What follows belongs to an exercise in optimizing a design on an open flow for small area and a short achievable clock period; a production flow would make more cautious choices. No functional check of the RTL was part of this run. Power figures rest on the tool's default switching activity, not on a simulated workload.

## flow/run.sh

```bash
#!/bin/bash
# synth_recipe.tcl (not shown) runs the flow's synth.tcl, then flattens the netlist and writes it again
# the make line also repeats each setting of config.mk as NAME=value (left out here)
make -C /OpenROAD-flow-scripts/flow DESIGN_CONFIG=/design/flow/config.mk WORK_HOME=/design/flow/orfs CLKGATE_MAP_FILE= SYNTH_SCRIPT=/design/flow/synth_recipe.tcl finish
```

## flow/config.mk

```make
export PLATFORM = sky130hd
export DESIGN_NAME = lc3b_alu_pipe
export DESIGN_NICKNAME = lc3b_alu_pipe
export VERILOG_FILES = /design/flow/design.v
export SDC_FILE = /design/flow/constraint.sdc
export NUM_CORES = 4
export LEC_CHECK = 0
export CAP_MARGIN = 20
export CORE_MARGIN = 2
export CORE_UTILIZATION = 40
export SLEW_MARGIN = 20
```

## flow/constraint.sdc

```tcl
create_clock -name core_clock -period 7.0 [get_ports {clk}]
set_input_delay 1.4000 -clock core_clock [delete_from_list [all_inputs] [get_ports {clk}]]
set_output_delay 1.4000 -clock core_clock [all_outputs]
set_load 0.01 [all_outputs]
```

## flow/design.v

```verilog
package lc3b_types;
    typedef enum logic [3:0] {
        op_br   = 4'b0000,
        op_add  = 4'b0001,
        op_ldb  = 4'b0010,
        op_stb  = 4'b0011,
        op_jsr  = 4'b0100,
        op_and  = 4'b0101,
        op_ldr  = 4'b0110,
        op_str  = 4'b0111,
        op_rti  = 4'b1000,
        op_not  = 4'b1001,
        op_ldi  = 4'b1010,
        op_sti  = 4'b1011,
        op_jmp  = 4'b1100,
        op_shf  = 4'b1101,
        op_lea  = 4'b1110,
        op_trap = 4'b1111
    } lc3b_opcode;
    typedef enum logic [1:0] {
        x_base = 2'b00,
        x_ext1 = 2'b01,
        x_ext2 = 2'b10,
        x_ext3 = 2'b11
    } lc3b_lc3x;
    typedef enum logic [2:0] {
        alu_add,
        alu_sub,
        alu_mul,
        alu_and,
        alu_or,
        alu_xor,
        alu_not,
        alu_shf  
    } lc3b_aluop;
endpackage
`timescale 1ns/1ps
module control_rom
(
    input  logic [15:0] instr,
    output logic        writes,     
    output logic        k_mul,      
    output logic        k_as,       
    output logic        k_sub,      
    output logic        k_log,      
    output logic        k_shl,      
    output logic        k_shr,      
    output logic [1:0]  lsel,       
    output logic        use_imm,    
    output logic        use_sr2     
);
    logic [3:0] opcode;
    logic       i5;
    logic [1:0] x43;
    assign opcode = instr[15:12];
    assign i5     = instr[5];
    assign x43    = instr[4:3];
    always_comb
    begin
        writes  = 1'b0;
        k_mul   = 1'b0;
        k_as    = 1'b0;
        k_sub   = 1'b0;
        k_log   = 1'b0;
        k_shl   = 1'b0;
        k_shr   = 1'b0;
        lsel    = 2'b00;
        use_imm = 1'b0;
        use_sr2 = 1'b0;
        case (opcode)
            4'b0001:
            begin
                writes = 1'b1;
                if (i5)
                begin
                    k_as    = 1'b1;
                    use_imm = 1'b1;
                end
                else
                begin
                    use_sr2 = 1'b1;
                    if (x43 == 2'b01)
                        k_mul = 1'b1;
                    else
                    begin
                        k_as  = 1'b1;
                        k_sub = x43[1];
                    end
                end
            end
            4'b0101:
            begin
                k_log = 1'b1;
                if (i5)
                begin
                    writes  = 1'b1;
                    use_imm = 1'b1;
                    lsel    = 2'b00;
                end
                else
                begin
                    writes  = (x43 != 2'b11);
                    use_sr2 = 1'b1;
                    lsel    = x43;
                end
            end
            4'b1001:
            begin
                writes = 1'b1;
                k_log  = 1'b1;
                lsel   = 2'b11;
            end
            4'b1101:
            begin
                writes = 1'b1;
                k_shl  = ~instr[4];
                k_shr  = instr[4];
            end
            default: ;
        endcase
    end
endmodule
`timescale 1ns/1ps
module decode_stage
(
    input  logic                    clk,
    input  logic                    arst_n,
    input  logic                    instr_valid,
    input  logic [16-1:0]   instr,
    input  logic                    flush,
    input  logic [16-1:0]   rd_data1,
    input  logic [16-1:0]   rd_data2,
    input  logic [16-1:0]   alu_out,
    output logic                    d_valid,
    output logic [3-1:0]  d_dest,
    output logic [16-1:0]   d_opa,
    output logic [16-1:0]   d_opb,
    output logic                    d_mb,
    output logic                    d_as,
    output logic                    d_sub,
    output logic                    d_log,
    output logic                    d_shr,
    output logic                    d_sra,
    output logic [1:0]              d_lsel
);
    logic                   writes;
    logic                   k_mul, k_as, k_sub, k_log, k_shl, k_shr, use_imm, use_sr2;
    logic [1:0]             lsel;
    logic [3-1:0] sr1, sr2;
    logic [16-1:0]  va, vb, va_rev, opb, alu_rev;
    logic                   fwd_a, fwd_b;
    control_rom u_rom
    (
        .instr   (instr),
        .writes  (writes),
        .k_mul   (k_mul),
        .k_as    (k_as),
        .k_sub   (k_sub),
        .k_log   (k_log),
        .k_shl   (k_shl),
        .k_shr   (k_shr),
        .lsel    (lsel),
        .use_imm (use_imm),
        .use_sr2 (use_sr2)
    );
    assign sr1 = instr[8:6];
    assign sr2 = instr[2:0];
    assign va = rd_data1;
    assign vb = rd_data2;
    always_comb
        for (int i = 0; i < 16; i++)
        begin
            va_rev[i]  = va[16-1-i];
            alu_rev[i] = alu_out[16-1-i];
        end
    assign fwd_a = d_valid && d_dest == sr1;
    assign fwd_b = use_sr2 && d_valid && d_dest == sr2;
    assign opb = use_imm ? {{(16-5){instr[4]}}, instr[4:0]} :
                 use_sr2 ? vb :
                           (16'(1) << instr[3:0]);
    always_ff @(posedge clk or negedge arst_n)
    begin
        if (!arst_n)
            d_valid <= 1'b0;
        else
            d_valid <= instr_valid & ~flush & writes;
    end
    always_ff @(posedge clk)
    begin
        d_dest  <= instr[11:9];
        d_opa   <= fwd_a ? (k_shr ? alu_rev : alu_out) : (k_shr ? va_rev : va);
        d_opb   <= fwd_b ? alu_out : opb;
        d_mb    <= k_mul | k_shl | k_shr;
        d_as    <= k_as;
        d_sub   <= k_sub;
        d_log   <= k_log;
        d_shr   <= k_shr;
        d_sra   <= k_shr & instr[5];
        d_lsel  <= lsel;
    end
endmodule
`timescale 1ns/1ps
module mul_tree
(
    input  logic [15:0] x,
    input  logic [7:0]  one,
    input  logic [7:0]  two,
    input  logic [7:0]  neg,
    input  logic        cin0,
    input  logic [15:0] r,
    output logic [15:0] sa,
    output logic [15:0] sb
);
    wire pp0_0 = ((x[0] & one[0]) | (1'b0 & two[0])) ^ neg[0];
    wire pp0_1 = ((x[1] & one[0]) | (x[0] & two[0])) ^ neg[0];
    wire pp0_2 = ((x[2] & one[0]) | (x[1] & two[0])) ^ neg[0];
    wire pp0_3 = ((x[3] & one[0]) | (x[2] & two[0])) ^ neg[0];
    wire pp0_4 = ((x[4] & one[0]) | (x[3] & two[0])) ^ neg[0];
    wire pp0_5 = ((x[5] & one[0]) | (x[4] & two[0])) ^ neg[0];
    wire pp0_6 = ((x[6] & one[0]) | (x[5] & two[0])) ^ neg[0];
    wire pp0_7 = ((x[7] & one[0]) | (x[6] & two[0])) ^ neg[0];
    wire pp0_8 = ((x[8] & one[0]) | (x[7] & two[0])) ^ neg[0];
    wire pp0_9 = ((x[9] & one[0]) | (x[8] & two[0])) ^ neg[0];
    wire pp0_10 = ((x[10] & one[0]) | (x[9] & two[0])) ^ neg[0];
    wire pp0_11 = ((x[11] & one[0]) | (x[10] & two[0])) ^ neg[0];
    wire pp0_12 = ((x[12] & one[0]) | (x[11] & two[0])) ^ neg[0];
    wire pp0_13 = ((x[13] & one[0]) | (x[12] & two[0])) ^ neg[0];
    wire pp0_14 = ((x[14] & one[0]) | (x[13] & two[0])) ^ neg[0];
    wire pp0_15 = ((x[15] & one[0]) | (x[14] & two[0])) ^ neg[0];
    wire pp1_0 = ((x[0] & one[1]) | (1'b0 & two[1])) ^ neg[1];
    wire pp1_1 = ((x[1] & one[1]) | (x[0] & two[1])) ^ neg[1];
    wire pp1_2 = ((x[2] & one[1]) | (x[1] & two[1])) ^ neg[1];
    wire pp1_3 = ((x[3] & one[1]) | (x[2] & two[1])) ^ neg[1];
    wire pp1_4 = ((x[4] & one[1]) | (x[3] & two[1])) ^ neg[1];
    wire pp1_5 = ((x[5] & one[1]) | (x[4] & two[1])) ^ neg[1];
    wire pp1_6 = ((x[6] & one[1]) | (x[5] & two[1])) ^ neg[1];
    wire pp1_7 = ((x[7] & one[1]) | (x[6] & two[1])) ^ neg[1];
    wire pp1_8 = ((x[8] & one[1]) | (x[7] & two[1])) ^ neg[1];
    wire pp1_9 = ((x[9] & one[1]) | (x[8] & two[1])) ^ neg[1];
    wire pp1_10 = ((x[10] & one[1]) | (x[9] & two[1])) ^ neg[1];
    wire pp1_11 = ((x[11] & one[1]) | (x[10] & two[1])) ^ neg[1];
    wire pp1_12 = ((x[12] & one[1]) | (x[11] & two[1])) ^ neg[1];
    wire pp1_13 = ((x[13] & one[1]) | (x[12] & two[1])) ^ neg[1];
    wire pp2_0 = ((x[0] & one[2]) | (1'b0 & two[2])) ^ neg[2];
    wire pp2_1 = ((x[1] & one[2]) | (x[0] & two[2])) ^ neg[2];
    wire pp2_2 = ((x[2] & one[2]) | (x[1] & two[2])) ^ neg[2];
    wire pp2_3 = ((x[3] & one[2]) | (x[2] & two[2])) ^ neg[2];
    wire pp2_4 = ((x[4] & one[2]) | (x[3] & two[2])) ^ neg[2];
    wire pp2_5 = ((x[5] & one[2]) | (x[4] & two[2])) ^ neg[2];
    wire pp2_6 = ((x[6] & one[2]) | (x[5] & two[2])) ^ neg[2];
    wire pp2_7 = ((x[7] & one[2]) | (x[6] & two[2])) ^ neg[2];
    wire pp2_8 = ((x[8] & one[2]) | (x[7] & two[2])) ^ neg[2];
    wire pp2_9 = ((x[9] & one[2]) | (x[8] & two[2])) ^ neg[2];
    wire pp2_10 = ((x[10] & one[2]) | (x[9] & two[2])) ^ neg[2];
    wire pp2_11 = ((x[11] & one[2]) | (x[10] & two[2])) ^ neg[2];
    wire pp3_0 = ((x[0] & one[3]) | (1'b0 & two[3])) ^ neg[3];
    wire pp3_1 = ((x[1] & one[3]) | (x[0] & two[3])) ^ neg[3];
    wire pp3_2 = ((x[2] & one[3]) | (x[1] & two[3])) ^ neg[3];
    wire pp3_3 = ((x[3] & one[3]) | (x[2] & two[3])) ^ neg[3];
    wire pp3_4 = ((x[4] & one[3]) | (x[3] & two[3])) ^ neg[3];
    wire pp3_5 = ((x[5] & one[3]) | (x[4] & two[3])) ^ neg[3];
    wire pp3_6 = ((x[6] & one[3]) | (x[5] & two[3])) ^ neg[3];
    wire pp3_7 = ((x[7] & one[3]) | (x[6] & two[3])) ^ neg[3];
    wire pp3_8 = ((x[8] & one[3]) | (x[7] & two[3])) ^ neg[3];
    wire pp3_9 = ((x[9] & one[3]) | (x[8] & two[3])) ^ neg[3];
    wire pp4_0 = ((x[0] & one[4]) | (1'b0 & two[4])) ^ neg[4];
    wire pp4_1 = ((x[1] & one[4]) | (x[0] & two[4])) ^ neg[4];
    wire pp4_2 = ((x[2] & one[4]) | (x[1] & two[4])) ^ neg[4];
    wire pp4_3 = ((x[3] & one[4]) | (x[2] & two[4])) ^ neg[4];
    wire pp4_4 = ((x[4] & one[4]) | (x[3] & two[4])) ^ neg[4];
    wire pp4_5 = ((x[5] & one[4]) | (x[4] & two[4])) ^ neg[4];
    wire pp4_6 = ((x[6] & one[4]) | (x[5] & two[4])) ^ neg[4];
    wire pp4_7 = ((x[7] & one[4]) | (x[6] & two[4])) ^ neg[4];
    wire pp5_0 = ((x[0] & one[5]) | (1'b0 & two[5])) ^ neg[5];
    wire pp5_1 = ((x[1] & one[5]) | (x[0] & two[5])) ^ neg[5];
    wire pp5_2 = ((x[2] & one[5]) | (x[1] & two[5])) ^ neg[5];
    wire pp5_3 = ((x[3] & one[5]) | (x[2] & two[5])) ^ neg[5];
    wire pp5_4 = ((x[4] & one[5]) | (x[3] & two[5])) ^ neg[5];
    wire pp5_5 = ((x[5] & one[5]) | (x[4] & two[5])) ^ neg[5];
    wire pp6_0 = ((x[0] & one[6]) | (1'b0 & two[6])) ^ neg[6];
    wire pp6_1 = ((x[1] & one[6]) | (x[0] & two[6])) ^ neg[6];
    wire pp6_2 = ((x[2] & one[6]) | (x[1] & two[6])) ^ neg[6];
    wire pp6_3 = ((x[3] & one[6]) | (x[2] & two[6])) ^ neg[6];
    wire r7b0 = ((x[1] & one[7]) | (x[0] & two[7])) ^ neg[7];
    wire pp7_0 = x[0] & one[7];
    wire pp7_1 = r7b0 ^ (neg[7] & ~pp7_0);
    wire h0_8_0 = pp0_8 ^ pp1_6;
    wire k0_8_0 = pp0_8 & pp1_6;
    wire h0_9_1 = pp0_9 ^ pp1_7;
    wire k0_9_1 = pp0_9 & pp1_7;
    wire s0_10_0 = pp0_10 ^ pp1_8 ^ pp2_6;
    wire c0_10_0 = (pp0_10 & pp1_8) | (pp0_10 & pp2_6) | (pp1_8 & pp2_6);
    wire h0_10_2 = pp3_4 ^ pp4_2;
    wire k0_10_2 = pp3_4 & pp4_2;
    wire s0_11_1 = pp0_11 ^ pp1_9 ^ pp2_7;
    wire c0_11_1 = (pp0_11 & pp1_9) | (pp0_11 & pp2_7) | (pp1_9 & pp2_7);
    wire h0_11_3 = pp3_5 ^ pp4_3;
    wire k0_11_3 = pp3_5 & pp4_3;
    wire s0_12_2 = pp0_12 ^ pp1_10 ^ pp2_8;
    wire c0_12_2 = (pp0_12 & pp1_10) | (pp0_12 & pp2_8) | (pp1_10 & pp2_8);
    wire s0_12_3 = pp3_6 ^ pp4_4 ^ pp5_2;
    wire c0_12_3 = (pp3_6 & pp4_4) | (pp3_6 & pp5_2) | (pp4_4 & pp5_2);
    wire h0_12_4 = pp6_0 ^ neg[6];
    wire k0_12_4 = pp6_0 & neg[6];
    wire s0_13_4 = pp0_13 ^ pp1_11 ^ pp2_9;
    wire c0_13_4 = (pp0_13 & pp1_11) | (pp0_13 & pp2_9) | (pp1_11 & pp2_9);
    wire s0_13_5 = pp3_7 ^ pp4_5 ^ pp5_3;
    wire c0_13_5 = (pp3_7 & pp4_5) | (pp3_7 & pp5_3) | (pp4_5 & pp5_3);
    wire h0_13_5 = pp6_1 ^ r[13];
    wire k0_13_5 = pp6_1 & r[13];
    wire s0_14_6 = pp0_14 ^ pp1_12 ^ pp2_10;
    wire c0_14_6 = (pp0_14 & pp1_12) | (pp0_14 & pp2_10) | (pp1_12 & pp2_10);
    wire s0_14_7 = pp3_8 ^ pp4_6 ^ pp5_4;
    wire c0_14_7 = (pp3_8 & pp4_6) | (pp3_8 & pp5_4) | (pp4_6 & pp5_4);
    wire s0_14_8 = pp6_2 ^ pp7_0 ^ r[14];
    wire c0_14_8 = (pp6_2 & pp7_0) | (pp6_2 & r[14]) | (pp7_0 & r[14]);
    wire s0_15_9 = pp0_15 ^ pp1_13 ^ pp2_11;
    wire s0_15_10 = pp3_9 ^ pp4_7 ^ pp5_5;
    wire s0_15_11 = pp6_3 ^ pp7_1 ^ r[15];
    wire h1_4_6 = pp0_4 ^ pp1_2;
    wire k1_4_6 = pp0_4 & pp1_2;
    wire h1_5_7 = pp0_5 ^ pp1_3;
    wire k1_5_7 = pp0_5 & pp1_3;
    wire s1_6_12 = pp0_6 ^ pp1_4 ^ pp2_2;
    wire c1_6_12 = (pp0_6 & pp1_4) | (pp0_6 & pp2_2) | (pp1_4 & pp2_2);
    wire h1_6_8 = pp3_0 ^ neg[3];
    wire k1_6_8 = pp3_0 & neg[3];
    wire s1_7_13 = pp0_7 ^ pp1_5 ^ pp2_3;
    wire c1_7_13 = (pp0_7 & pp1_5) | (pp0_7 & pp2_3) | (pp1_5 & pp2_3);
    wire h1_7_9 = pp3_1 ^ r[7];
    wire k1_7_9 = pp3_1 & r[7];
    wire s1_8_14 = h0_8_0 ^ pp2_4 ^ pp3_2;
    wire c1_8_14 = (h0_8_0 & pp2_4) | (h0_8_0 & pp3_2) | (pp2_4 & pp3_2);
    wire s1_8_15 = pp4_0 ^ neg[4] ^ r[8];
    wire c1_8_15 = (pp4_0 & neg[4]) | (pp4_0 & r[8]) | (neg[4] & r[8]);
    wire s1_9_16 = k0_8_0 ^ h0_9_1 ^ pp2_5;
    wire c1_9_16 = (k0_8_0 & h0_9_1) | (k0_8_0 & pp2_5) | (h0_9_1 & pp2_5);
    wire s1_9_17 = pp3_3 ^ pp4_1 ^ r[9];
    wire c1_9_17 = (pp3_3 & pp4_1) | (pp3_3 & r[9]) | (pp4_1 & r[9]);
    wire s1_10_18 = k0_9_1 ^ s0_10_0 ^ h0_10_2;
    wire c1_10_18 = (k0_9_1 & s0_10_0) | (k0_9_1 & h0_10_2) | (s0_10_0 & h0_10_2);
    wire s1_10_19 = pp5_0 ^ neg[5] ^ r[10];
    wire c1_10_19 = (pp5_0 & neg[5]) | (pp5_0 & r[10]) | (neg[5] & r[10]);
    wire s1_11_20 = c0_10_0 ^ k0_10_2 ^ s0_11_1;
    wire c1_11_20 = (c0_10_0 & k0_10_2) | (c0_10_0 & s0_11_1) | (k0_10_2 & s0_11_1);
    wire s1_11_21 = h0_11_3 ^ pp5_1 ^ r[11];
    wire c1_11_21 = (h0_11_3 & pp5_1) | (h0_11_3 & r[11]) | (pp5_1 & r[11]);
    wire s1_12_22 = c0_11_1 ^ k0_11_3 ^ s0_12_2;
    wire c1_12_22 = (c0_11_1 & k0_11_3) | (c0_11_1 & s0_12_2) | (k0_11_3 & s0_12_2);
    wire s1_12_23 = s0_12_3 ^ h0_12_4 ^ r[12];
    wire c1_12_23 = (s0_12_3 & h0_12_4) | (s0_12_3 & r[12]) | (h0_12_4 & r[12]);
    wire s1_13_24 = c0_12_2 ^ c0_12_3 ^ k0_12_4;
    wire c1_13_24 = (c0_12_2 & c0_12_3) | (c0_12_2 & k0_12_4) | (c0_12_3 & k0_12_4);
    wire s1_13_25 = s0_13_4 ^ s0_13_5 ^ h0_13_5;
    wire c1_13_25 = (s0_13_4 & s0_13_5) | (s0_13_4 & h0_13_5) | (s0_13_5 & h0_13_5);
    wire s1_14_26 = c0_13_4 ^ c0_13_5 ^ k0_13_5;
    wire c1_14_26 = (c0_13_4 & c0_13_5) | (c0_13_4 & k0_13_5) | (c0_13_5 & k0_13_5);
    wire s1_14_27 = s0_14_6 ^ s0_14_7 ^ s0_14_8;
    wire c1_14_27 = (s0_14_6 & s0_14_7) | (s0_14_6 & s0_14_8) | (s0_14_7 & s0_14_8);
    wire s1_15_28 = c0_14_6 ^ c0_14_7 ^ c0_14_8;
    wire s1_15_29 = s0_15_9 ^ s0_15_10 ^ s0_15_11;
    wire h2_2_10 = pp0_2 ^ pp1_0;
    wire k2_2_10 = pp0_2 & pp1_0;
    wire h2_3_11 = pp0_3 ^ pp1_1;
    wire k2_3_11 = pp0_3 & pp1_1;
    wire ts2_4_30 = h1_4_6 ^ pp2_0;
    wire s2_4_30 = neg[2] ? ~ts2_4_30 : ts2_4_30;
    wire c2_4_30 = ts2_4_30 ? neg[2] : h1_4_6;
    wire ts2_5_31 = k1_4_6 ^ h1_5_7;
    wire s2_5_31 = pp2_1 ? ~ts2_5_31 : ts2_5_31;
    wire c2_5_31 = ts2_5_31 ? pp2_1 : k1_4_6;
    wire ts2_6_32 = k1_5_7 ^ s1_6_12;
    wire s2_6_32 = h1_6_8 ? ~ts2_6_32 : ts2_6_32;
    wire c2_6_32 = ts2_6_32 ? h1_6_8 : k1_5_7;
    wire ts2_7_33 = c1_6_12 ^ k1_6_8;
    wire s2_7_33 = s1_7_13 ? ~ts2_7_33 : ts2_7_33;
    wire c2_7_33 = ts2_7_33 ? s1_7_13 : c1_6_12;
    wire ts2_8_34 = c1_7_13 ^ k1_7_9;
    wire s2_8_34 = s1_8_14 ? ~ts2_8_34 : ts2_8_34;
    wire c2_8_34 = ts2_8_34 ? s1_8_14 : c1_7_13;
    wire ts2_9_35 = c1_8_14 ^ c1_8_15;
    wire s2_9_35 = s1_9_16 ? ~ts2_9_35 : ts2_9_35;
    wire c2_9_35 = ts2_9_35 ? s1_9_16 : c1_8_14;
    wire ts2_10_36 = c1_9_16 ^ c1_9_17;
    wire s2_10_36 = s1_10_18 ? ~ts2_10_36 : ts2_10_36;
    wire c2_10_36 = ts2_10_36 ? s1_10_18 : c1_9_16;
    wire ts2_11_37 = c1_10_18 ^ c1_10_19;
    wire s2_11_37 = s1_11_20 ? ~ts2_11_37 : ts2_11_37;
    wire c2_11_37 = ts2_11_37 ? s1_11_20 : c1_10_18;
    wire ts2_12_38 = c1_11_20 ^ c1_11_21;
    wire s2_12_38 = s1_12_22 ? ~ts2_12_38 : ts2_12_38;
    wire c2_12_38 = ts2_12_38 ? s1_12_22 : c1_11_20;
    wire ts2_13_39 = c1_12_22 ^ c1_12_23;
    wire s2_13_39 = s1_13_24 ? ~ts2_13_39 : ts2_13_39;
    wire c2_13_39 = ts2_13_39 ? s1_13_24 : c1_12_22;
    wire ts2_14_40 = c1_13_24 ^ c1_13_25;
    wire s2_14_40 = s1_14_26 ? ~ts2_14_40 : ts2_14_40;
    wire c2_14_40 = ts2_14_40 ? s1_14_26 : c1_13_24;
    wire ts2_15_41 = c1_14_26 ^ c1_14_27;
    wire s2_15_41 = s1_15_28 ? ~ts2_15_41 : ts2_15_41;
    wire h3_0_12 = pp0_0 ^ cin0;
    wire k3_0_12 = pp0_0 & cin0;
    wire h3_1_13 = pp0_1 ^ r[1];
    wire k3_1_13 = pp0_1 & r[1];
    wire ts3_2_42 = h2_2_10 ^ neg[1];
    wire s3_2_42 = r[2] ? ~ts3_2_42 : ts3_2_42;
    wire c3_2_42 = ts3_2_42 ? r[2] : h2_2_10;
    wire ts3_3_43 = k2_2_10 ^ h2_3_11;
    wire s3_3_43 = r[3] ? ~ts3_3_43 : ts3_3_43;
    wire c3_3_43 = ts3_3_43 ? r[3] : k2_2_10;
    wire ts3_4_44 = k2_3_11 ^ s2_4_30;
    wire s3_4_44 = r[4] ? ~ts3_4_44 : ts3_4_44;
    wire c3_4_44 = ts3_4_44 ? r[4] : k2_3_11;
    wire ts3_5_45 = c2_4_30 ^ s2_5_31;
    wire s3_5_45 = r[5] ? ~ts3_5_45 : ts3_5_45;
    wire c3_5_45 = ts3_5_45 ? r[5] : c2_4_30;
    wire ts3_6_46 = c2_5_31 ^ s2_6_32;
    wire s3_6_46 = r[6] ? ~ts3_6_46 : ts3_6_46;
    wire c3_6_46 = ts3_6_46 ? r[6] : c2_5_31;
    wire ts3_7_47 = c2_6_32 ^ s2_7_33;
    wire s3_7_47 = h1_7_9 ? ~ts3_7_47 : ts3_7_47;
    wire c3_7_47 = ts3_7_47 ? h1_7_9 : c2_6_32;
    wire ts3_8_48 = c2_7_33 ^ s2_8_34;
    wire s3_8_48 = s1_8_15 ? ~ts3_8_48 : ts3_8_48;
    wire c3_8_48 = ts3_8_48 ? s1_8_15 : c2_7_33;
    wire ts3_9_49 = c2_8_34 ^ s2_9_35;
    wire s3_9_49 = s1_9_17 ? ~ts3_9_49 : ts3_9_49;
    wire c3_9_49 = ts3_9_49 ? s1_9_17 : c2_8_34;
    wire ts3_10_50 = c2_9_35 ^ s2_10_36;
    wire s3_10_50 = s1_10_19 ? ~ts3_10_50 : ts3_10_50;
    wire c3_10_50 = ts3_10_50 ? s1_10_19 : c2_9_35;
    wire ts3_11_51 = c2_10_36 ^ s2_11_37;
    wire s3_11_51 = s1_11_21 ? ~ts3_11_51 : ts3_11_51;
    wire c3_11_51 = ts3_11_51 ? s1_11_21 : c2_10_36;
    wire ts3_12_52 = c2_11_37 ^ s2_12_38;
    wire s3_12_52 = s1_12_23 ? ~ts3_12_52 : ts3_12_52;
    wire c3_12_52 = ts3_12_52 ? s1_12_23 : c2_11_37;
    wire ts3_13_53 = c2_12_38 ^ s2_13_39;
    wire s3_13_53 = s1_13_25 ? ~ts3_13_53 : ts3_13_53;
    wire c3_13_53 = ts3_13_53 ? s1_13_25 : c2_12_38;
    wire ts3_14_54 = c2_13_39 ^ s2_14_40;
    wire s3_14_54 = s1_14_27 ? ~ts3_14_54 : ts3_14_54;
    wire c3_14_54 = ts3_14_54 ? s1_14_27 : c2_13_39;
    wire ts3_15_55 = c2_14_40 ^ s2_15_41;
    wire s3_15_55 = s1_15_29 ? ~ts3_15_55 : ts3_15_55;
    assign sa[0] = h3_0_12;
    assign sb[0] = r[0];
    assign sa[1] = k3_0_12;
    assign sb[1] = h3_1_13;
    assign sa[2] = k3_1_13;
    assign sb[2] = s3_2_42;
    assign sa[3] = c3_2_42;
    assign sb[3] = s3_3_43;
    assign sa[4] = c3_3_43;
    assign sb[4] = s3_4_44;
    assign sa[5] = c3_4_44;
    assign sb[5] = s3_5_45;
    assign sa[6] = c3_5_45;
    assign sb[6] = s3_6_46;
    assign sa[7] = c3_6_46;
    assign sb[7] = s3_7_47;
    assign sa[8] = c3_7_47;
    assign sb[8] = s3_8_48;
    assign sa[9] = c3_8_48;
    assign sb[9] = s3_9_49;
    assign sa[10] = c3_9_49;
    assign sb[10] = s3_10_50;
    assign sa[11] = c3_10_50;
    assign sb[11] = s3_11_51;
    assign sa[12] = c3_11_51;
    assign sb[12] = s3_12_52;
    assign sa[13] = c3_12_52;
    assign sb[13] = s3_13_53;
    assign sa[14] = c3_13_53;
    assign sb[14] = s3_14_54;
    assign sa[15] = c3_14_54;
    assign sb[15] = s3_15_55;
endmodule
module cpa16
(
    input  logic [15:0] a,
    input  logic [15:0] b,
    output logic [15:0] s
);
    logic [15:0] p, g;
    always_comb
        for (int i = 0; i < 16; i++)
        begin
            p[i] = b[i] ? ~a[i] : a[i];
            g[i] = a[i] & b[i];
        end
    wire G0_1 = g[1] | (p[1] & g[0]);
    wire P0_1 = p[1] & p[0];
    wire G0_3 = g[3] | (p[3] & g[2]);
    wire P0_3 = p[3] & p[2];
    wire G0_5 = g[5] | (p[5] & g[4]);
    wire P0_5 = p[5] & p[4];
    wire G0_7 = g[7] | (p[7] & g[6]);
    wire P0_7 = p[7] & p[6];
    wire G0_9 = g[9] | (p[9] & g[8]);
    wire P0_9 = p[9] & p[8];
    wire G0_11 = g[11] | (p[11] & g[10]);
    wire P0_11 = p[11] & p[10];
    wire G0_13 = g[13] | (p[13] & g[12]);
    wire P0_13 = p[13] & p[12];
    wire G0_15 = g[15] | (p[15] & g[14]);
    wire P0_15 = p[15] & p[14];
    wire G1_2 = g[2] | (p[2] & G0_1);
    wire P1_2 = p[2] & P0_1;
    wire G1_3 = G0_3 | (P0_3 & G0_1);
    wire P1_3 = P0_3 & P0_1;
    wire G1_6 = g[6] | (p[6] & G0_5);
    wire P1_6 = p[6] & P0_5;
    wire G1_7 = G0_7 | (P0_7 & G0_5);
    wire P1_7 = P0_7 & P0_5;
    wire G1_10 = g[10] | (p[10] & G0_9);
    wire P1_10 = p[10] & P0_9;
    wire G1_11 = G0_11 | (P0_11 & G0_9);
    wire P1_11 = P0_11 & P0_9;
    wire G1_14 = g[14] | (p[14] & G0_13);
    wire P1_14 = p[14] & P0_13;
    wire G1_15 = G0_15 | (P0_15 & G0_13);
    wire P1_15 = P0_15 & P0_13;
    wire G2_4 = g[4] | (p[4] & G1_3);
    wire P2_4 = p[4] & P1_3;
    wire G2_5 = G0_5 | (P0_5 & G1_3);
    wire P2_5 = P0_5 & P1_3;
    wire G2_6 = G1_6 | (P1_6 & G1_3);
    wire P2_6 = P1_6 & P1_3;
    wire G2_7 = G1_7 | (P1_7 & G1_3);
    wire P2_7 = P1_7 & P1_3;
    wire G2_12 = g[12] | (p[12] & G1_11);
    wire P2_12 = p[12] & P1_11;
    wire G2_13 = G0_13 | (P0_13 & G1_11);
    wire P2_13 = P0_13 & P1_11;
    wire G2_14 = G1_14 | (P1_14 & G1_11);
    wire P2_14 = P1_14 & P1_11;
    wire G2_15 = G1_15 | (P1_15 & G1_11);
    wire P2_15 = P1_15 & P1_11;
    wire G3_8 = g[8] | (p[8] & G2_7);
    wire P3_8 = p[8] & P2_7;
    wire G3_9 = G0_9 | (P0_9 & G2_7);
    wire P3_9 = P0_9 & P2_7;
    wire G3_10 = G1_10 | (P1_10 & G2_7);
    wire P3_10 = P1_10 & P2_7;
    wire G3_11 = G1_11 | (P1_11 & G2_7);
    wire P3_11 = P1_11 & P2_7;
    wire G3_12 = G2_12 | (P2_12 & G2_7);
    wire P3_12 = P2_12 & P2_7;
    wire G3_13 = G2_13 | (P2_13 & G2_7);
    wire P3_13 = P2_13 & P2_7;
    wire G3_14 = G2_14 | (P2_14 & G2_7);
    wire P3_14 = P2_14 & P2_7;
    wire G3_15 = G2_15 | (P2_15 & G2_7);
    wire P3_15 = P2_15 & P2_7;
    assign s[0] = p[0];
    assign s[1] = g[0] ? ~p[1] : p[1];
    assign s[2] = G0_1 ? ~p[2] : p[2];
    assign s[3] = G1_2 ? ~p[3] : p[3];
    assign s[4] = G1_3 ? ~p[4] : p[4];
    assign s[5] = G2_4 ? ~p[5] : p[5];
    assign s[6] = G2_5 ? ~p[6] : p[6];
    assign s[7] = G2_6 ? ~p[7] : p[7];
    assign s[8] = G2_7 ? ~p[8] : p[8];
    assign s[9] = G3_8 ? ~p[9] : p[9];
    assign s[10] = G3_9 ? ~p[10] : p[10];
    assign s[11] = G3_10 ? ~p[11] : p[11];
    assign s[12] = G3_11 ? ~p[12] : p[12];
    assign s[13] = G3_12 ? ~p[13] : p[13];
    assign s[14] = G3_13 ? ~p[14] : p[14];
    assign s[15] = G3_14 ? ~p[15] : p[15];
endmodule
module execute_stage
(
    input  logic                    clk,
    input  logic                    arst_n,
    input  logic                    d_valid,
    input  logic [3-1:0]  d_dest,
    input  logic [16-1:0]   d_opa,
    input  logic [16-1:0]   d_opb,
    input  logic                    d_mb,
    input  logic                    d_as,
    input  logic                    d_sub,
    input  logic                    d_log,
    input  logic                    d_shr,
    input  logic                    d_sra,
    input  logic [1:0]              d_lsel,
    output logic [16-1:0]   alu_out,
    output logic                    wb_valid,
    output logic [3-1:0]  wb_dest,
    output logic [16-1:0]   wb_data
);
    logic [15:0] a, b;
    logic [7:0]  one, two, neg;
    logic [16:0] yb;
    logic [15:0] r, sa, sb, arith, arith_rev, fill, logic_out;
    logic        cin0;
    assign a = d_opa;
    assign b = d_opb;
    assign yb = {b, 1'b0};
    always_comb
    begin
        for (int j = 0; j < 8; j++)
        begin
            one[j] = d_mb & (yb[2*j+1] ^ yb[2*j]);
            two[j] = d_mb & ((yb[2*j+2] & ~yb[2*j+1] & ~yb[2*j]) |
                              (~yb[2*j+2] & yb[2*j+1] & yb[2*j]));
            neg[j] = d_mb & yb[2*j+2];
        end
        one[0] = (d_mb & b[0]) | d_as;
    end
    assign r    = {16{d_as}} & (b ^ {16{d_sub}});
    assign cin0 = neg[0] | d_sub;
    mul_tree u_tree
    (
        .x    (a),
        .one  (one),
        .two  (two),
        .neg  (neg),
        .cin0 (cin0),
        .r    (r),
        .sa   (sa),
        .sb   (sb)
    );
    cpa16 u_cpa
    (
        .a (sa),
        .b (sb),
        .s (arith)
    );
    always_comb
    begin
        case (d_lsel)
            2'b00:   logic_out = a & b;
            2'b01:   logic_out = a | b;
            2'b10:   logic_out = a ^ b;
            default: logic_out = ~a;
        endcase
    end
    always_comb
    begin
        for (int i = 0; i < 16; i++)
            arith_rev[i] = arith[15-i];
        fill[0] = 1'b0;
        for (int i = 1; i < 16; i++)
            fill[i] = fill[i-1] | b[16-i];
    end
    assign alu_out = d_log ? logic_out :
                     d_shr ? (arith_rev | (fill & {16{d_sra & a[0]}})) :
                             arith;
    always_ff @(posedge clk or negedge arst_n)
    begin
        if (!arst_n)
            wb_valid <= 1'b0;
        else
            wb_valid <= d_valid;
    end
    always_ff @(posedge clk)
    begin
        wb_dest <= d_dest;
        wb_data <= alu_out;
    end
endmodule
`timescale 1ns/1ps
module result_stage
(
    input  logic                    clk,
    input  logic                    arst_n,
    input  logic [3-1:0]  rd_addr1,
    input  logic [3-1:0]  rd_addr2,
    input  logic                    we,
    input  logic [3-1:0]  waddr,
    input  logic [16-1:0]   wdata,
    input  logic                    wb_valid,
    input  logic [16-1:0]   wb_data,
    output logic [16-1:0]   rd_data1,
    output logic [16-1:0]   rd_data2,
    output logic [2:0]              cc
);
    logic [16-1:0] regs [8];
    logic [8-1:0] written;
    logic [2:0]            nzp;
    always_comb
    begin
        rd_data1 = '0;
        rd_data2 = '0;
        for (int i = 0; i < 8; i++)
        begin
            rd_data1 = rd_data1 | (regs[i] & {16{written[i] && rd_addr1 == i}});
            rd_data2 = rd_data2 | (regs[i] & {16{written[i] && rd_addr2 == i}});
        end
    end
    assign nzp = wb_data[16-1] ? 3'b100 :
                 (wb_data == '0)       ? 3'b010 :
                                         3'b001;
    always_ff @(posedge clk)
    begin
        for (int i = 0; i < 8; i++)
            if (we && waddr == i)
                regs[i] <= wdata;
    end
    always_ff @(posedge clk or negedge arst_n)
    begin
        if (!arst_n)
        begin
            written <= '0;
            cc      <= 3'b010;  
        end
        else
        begin
            if (we)
                written[waddr] <= 1'b1;
            if (wb_valid)
                cc <= nzp;
        end
    end
endmodule
`timescale 1ns/1ps
module lc3b_alu_pipe
(
    input  logic                    clk,
    input  logic                    arst_n,
    input  logic                    instr_valid,
    input  logic [16-1:0]   instr,
    input  logic                    flush,
    output logic                    wb_valid,
    output logic [3-1:0]  wb_dest,
    output logic [16-1:0]   wb_data,
    output logic [2:0]              cc
);
    logic                   d_valid;
    logic [3-1:0] d_dest;
    logic [16-1:0]  d_opa;
    logic [16-1:0]  d_opb;
    logic                   d_mb;
    logic                   d_as;
    logic                   d_sub;
    logic                   d_log;
    logic                   d_shr;
    logic                   d_sra;
    logic [1:0]             d_lsel;
    logic [16-1:0]  alu_out;
    logic [16-1:0]  rd_data1;
    logic [16-1:0]  rd_data2;
    decode_stage u_decode
    (
        .clk         (clk),
        .arst_n      (arst_n),
        .instr_valid (instr_valid),
        .instr       (instr),
        .flush       (flush),
        .rd_data1    (rd_data1),
        .rd_data2    (rd_data2),
        .alu_out     (alu_out),
        .d_valid     (d_valid),
        .d_dest      (d_dest),
        .d_opa       (d_opa),
        .d_opb       (d_opb),
        .d_mb        (d_mb),
        .d_as        (d_as),
        .d_sub       (d_sub),
        .d_log       (d_log),
        .d_shr       (d_shr),
        .d_sra       (d_sra),
        .d_lsel      (d_lsel)
    );
    execute_stage u_execute
    (
        .clk      (clk),
        .arst_n   (arst_n),
        .d_valid  (d_valid),
        .d_dest   (d_dest),
        .d_opa    (d_opa),
        .d_opb    (d_opb),
        .d_mb     (d_mb),
        .d_as     (d_as),
        .d_sub    (d_sub),
        .d_log    (d_log),
        .d_shr    (d_shr),
        .d_sra    (d_sra),
        .d_lsel   (d_lsel),
        .alu_out  (alu_out),
        .wb_valid (wb_valid),
        .wb_dest  (wb_dest),
        .wb_data  (wb_data)
    );
    result_stage u_result
    (
        .clk      (clk),
        .arst_n   (arst_n),
        .rd_addr1 (instr[8:6]),
        .rd_addr2 (instr[2:0]),
        .we       (d_valid),
        .waddr    (d_dest),
        .wdata    (alu_out),
        .wb_valid (wb_valid),
        .wb_data  (wb_data),
        .rd_data1 (rd_data1),
        .rd_data2 (rd_data2),
        .cc       (cc)
    );
endmodule
```

==> run summary <==
-- stage by stage --
stage                     setup WS (ns)  total power (W)
after global routing              0.699          0.00327
after floorplan                    1.95          0.00177
after CTS                          1.19          0.00316
after detailed placement           1.22          0.00200
final                              1.12          0.00317
after global placement             1.26          0.00200
-- flip-flops by register name, summed over array words and instances (netlist names), 2 cells and up --
register	flops
u_decode.d_dest	3
u_decode.d_lsel	2
u_decode.d_opa	16
u_decode.d_opb	16
u_execute.wb_data	16
u_execute.wb_dest	3
u_result.cc	3
u_result.regs	128
u_result.written	8
-- how the worst max path moves through the flow --
| stage | endpoint | slack [ns] | depth (start not counted) |
|---|---|---|---|
| 2_1_floorplan | u_result.regs[0][15] | 1.95 | 23 |
| 3_3_place_gp | u_decode.d_opa[5] | 1.26 | 19 |
| 3_5_place_dp | u_decode.d_opa[5] | 1.22 | 19 |
| 4_1_cts | u_decode.d_opa[5] | 1.19 | 19 |
| 5_1_grt | u_result.regs[1][0] | 0.70 | 22 |
| 6_report | u_decode.d_opa[5] | 1.12 | 19 |
-- area by class of cell --
cell class	count	area share, %
multi-input cells	1152	52.0
flip-flops and latches	203	33.5
repair buffers	76	4.18
clock buffers	29	3.69
well taps	468	3.62
inverters	96	2.23
clock inverters	11	0.820
-- layer usage --
metal,vias to the layer above,routed length [um]
li1,5770,-
met1,6256,20500
met2,713,23300
met3,129,4830
met4,0,2090
met5,-,0
-- cells in the final DEF (no fill, tap or decap), drive strengths merged, types with 10 or more instances in the layout --
cell	count
nand2b	11
o21ai	81
a31oi	12
nand4	21
xor2	42
a21oi	110
maj3	17
clkbuf	29
dfxtp	62
o211ai	10
nor2	132
nand3	29
nand2	112
fa	27
edfxtp	128
o21a	18
a211oi	13
inv	92
xnor2	64
a221oi	65
ha	65
a21o	16
a22o	21
nor3	13
a22oi	102
dfrtp	12
a21boi	16
o22ai	15
clkinv	11
mux2	14
o221ai	10
buf	34
and2	28
mux4	14
clkdlybuf4s50	42
-- power groups by stage --
stage / sequential (W) / clock (W) / combinational, W
2_1_floorplan: 0.00139 / 0 / 0.000386
3_3_place_gp: 0.00144 / 0 / 0.000556
3_5_place_dp: 0.00144 / 0 / 0.000560
4_1_cts: 0.00142 / 0.00118 / 0.000565
5_1_grt: 0.00142 / 0.00123 / 0.000620
6_report: 0.00142 / 0.00117 / 0.000576
-- logic make-up (layout without fill, tap and decap cells) --
logic type / count (synthesis) / in the layout
xor gates and xnor gates: 108 / 108
and+or+nand+nor: 385 / 385
adders and majority gates: 109 / 109
AOI/OAI and AO/OA: 517 / 517
DFF: 203 / 203
muxes: 33 / 33
buffers and inverters: 233 / 212
-- worst reg2reg max path, stage by stage, from the launching register on --
cell and delay (ns):
dfxtp_1 0.70, inv_1 0.20, buf_4 0.27, maj3_1 0.38, o22ai_1 0.18, nand2_1 0.10
fa_1 0.52, xnor2_1 0.20, xnor2_1 0.18, xor2_1 0.20, xnor2_1 0.09, ha_1 0.19
or3_1 0.33, o211ai_1 0.25, a21boi_0 0.13, o21ai_0 0.20, a211oi_1 0.20, o31ai_1 0.77
a22oi_1 0.30, mux2_2 0.38
==> results.py <==
metrics = {
    "finish": {
        "num-nets-final": 1663,
        "diodes": 0,
        "instances_no_fill": 2035,
        "multi_input_area_um2": 8420,
        "fillers": 3489,
        "finalInstanceArea_um2": 16200,
        "ff_latch_area_um2": 5410,
        "drive_gt1_share_pct": 7.28,
        "area_growth_pct": 10.1,
        "final_util_pct": 44.5,
    },
    "clock_network": {
        "clock-sinks": 203,
        "cts_resized": 0,
        "htree_levels": 1,
        "cts_inserted_buffers": 22,
        "cts_tree": "done",
        "post_cts_buffers": 0,
        "ctsRootBufferMaster": "clkbuf_16",
        "cts-hold-fix-buffers": 0,
        "clk_pin_slew_ns": 0.06,
        "cts_buffer_depth": 3,
        "clock_latency_ns": 0.53,
    },
    "power_and_ir_drop": {
        "p_switching_w": 0.000949,
        "ir_worst_vdd_mv": 0.176,
        "switching_share_pct": 30.0,
        "p_per_area_nw_per_um2": 196,
        "p_seq_share_pct": 44.8,
        "internal_power_w": 0.00222,
        "comb_power_share_pct": 18.2,
        "leakagePower_nw": 6.01,
        "p_clk_share_pct": 37.1,
    },
    "placed_design": {
        "place_area_um2": 15400,
        "place_hpwl_um": 35400,
        "portBuffers": 42,
        "place_inst": 1995,
        "finalWeightedCongestion": 0.956,
    },
    "floorplanning": {
        "io_pins": 43,
        "coreArea_um2": 36300,
        "dieWidth_um": 196,
        "die_h_um": 196,
        "initial_utilization_pct": 40.4,
        "rows": 70,
        "die_area_um2": 38300,
    },
    "hold_path": {
        "hold_depth": 1,
        "hold_path.class": "flip-flop to flip-flop",
        "min_from": "u_result.written[2]",
        "whs_endpoint": "u_result.written[2]",
    },
    "routing": {
        "post-route-drc-count": 0,
        "drt_iter0_markers": 1676,
        "drt_wl_total_um": 50600,
        "vias": 12900,
        "dr.pass1.iters": 6,
        "antenna_left": 0,
        "viasPerCell": 6.32,
        "wl_per_cell_um": 24.9,
    },
    "logic_synthesis": {
        "synth-seq-cells": 203,
        "synthXorXnorAreaFrac_pct": 6.69,
        "ys_top_cells_by_count": "nor2_1, edfxtp_1, nand2_1, clkbuf_1, a21oi_1",
        "synthSimpleGateAreaFrac_pct": 12.3,
        "postSynthAreaPerCell_um2": 9.25,
        "synth.largest_area_cell": "edfxtp_1",
        "synth_area_um2": 14700,
        "synth-seq-area-share_pct": 36.8,
        "synth_cell_types": 75,
        "async_reset_ff_share_pct": 6.40,
        "synth_most_common_cell": "nor2_1",
        "synthAdderAreaFrac_pct": 10.4,
        "synth_warnings": 6,
        "synthDominantCellAreaShare_pct": 26.2,
        "synth_mux_area_share_pct": 3.56,
        "synthCells": 1588,
        "synth_compound_area_share_pct": 24.0,
        "synth_top_family_by_area": "compound AO/OA/AOI/OAI gates",
        "synth_edf_count": 128,
        "synth_flop_cell": "edfxtp_1",
        "ys_top_cells_by_area": "edfxtp_1, dfxtp_1, ha_1, a22oi_1, a221oi_1",
        "synth.net_count": 1700,
    },
    "critical_path": {
        "cpMaxStageDelayCell": "o31ai_1",
        "worst_r2r_endpoint": "u_decode.d_opa[5]",
        "crit_chain": "inv_1 -> buf_4 -> maj3_1 -> o22ai_1 -> nand2_1 -> fa_1 -> xnor2_1 -> xnor2_1 -> xor2_1 -> xnor2_1 -> ha_1 -> or3_1 -> o211ai_1 -> a21boi_0 -> o21ai_0 -> a211oi_1 -> o31ai_1 -> a22oi_1 -> mux2_2",
        "crit_fanout": 28,
        "reg2reg_depth": 19,
        "critPathRequiredTime_ns": 7.39,
        "startpoint_type": "flip-flop",
        "end_kind": "flip-flop",
        "path_class": "flip-flop to flip-flop",
        "crit_family": "compound AO/OA/AOI/OAI gates",
        "cp_common_cell": "xnor2_1",
        "path_buf_inv": 2,
        "rr_startpoint": "u_decode.d_opb[1]",
        "r2r_slack_ns": 1.12,
        "cp.arrival_ns": 6.27,
        "setup.worst_path.start": "u_decode.d_opb[1]",
        "crit_path_max_incr_delay_ns": 0.76,
    },
    "global_routing": {
        "use_met3_pct": 4.16,
        "grt_max_degree": 56,
        "globalRouteMet2Util_pct": 41.8,
        "grt_use_total_pct": 25.9,
        "grtUsageMet1_pct": 35.1,
        "grt_pass1_wl_um": 76100,
        "grt.busiest_layer": "met2",
        "gr-total-overflow": 0,
        "grt_pass1_vias": 12200,
        "antenna_found_initial": 1,
    },
    "timing": {
        "period_needed_ns": 5.88,
        "rsz0062_at_grt": "false",
        "tns_ns": 0,
        "relSlewSlack_pct": 26.6,
        "holdWs_ns": 0.488,
        "skew_ns": 0.0216,
        "period_share_pct": 83.9,
        "slew_violations": 0,
        "fmax_mhz": 170,
        "worst_slew_pin_slew_ns": 1.10,
        "setup_violations": 0,
        "hold_viol": 0,
    },
    "job": {
        "drv_cap": 0,
    },
    "status": {
        "status": "complete, no violations",
    },
}

static timing again, ports no longer ideal:
The flow's constraints put no driver on any port. The routed layout listed below was extracted and timed again, unchanged, in two steps. Step 1: set_driving_cell puts a clkbuf_16 on clk and a buf_2 on each other input, an assumption about the parent block. Step 2 adds t to the input delays and takes it off the output delays; t is the mean of the earliest and latest rising clock arrival at the registers after step 1. Input paths then give back, and output paths get back, about the clock's delay inside the block. a / b / c = no drivers / after step 1 / after step 2; a / b = the first two.
t (ns): 0.568
setup slack, ns: 1.125 / 1.125 / 1.125
clock arrival spread, ns: 0.022 / 0.022
worst slew at a driven data input, ns: 0.05
After both steps setup and hold are still met in this run. For this run, drivers alone change the setup slack by 0.000 ns; drivers and shift together by 0.000 ns.
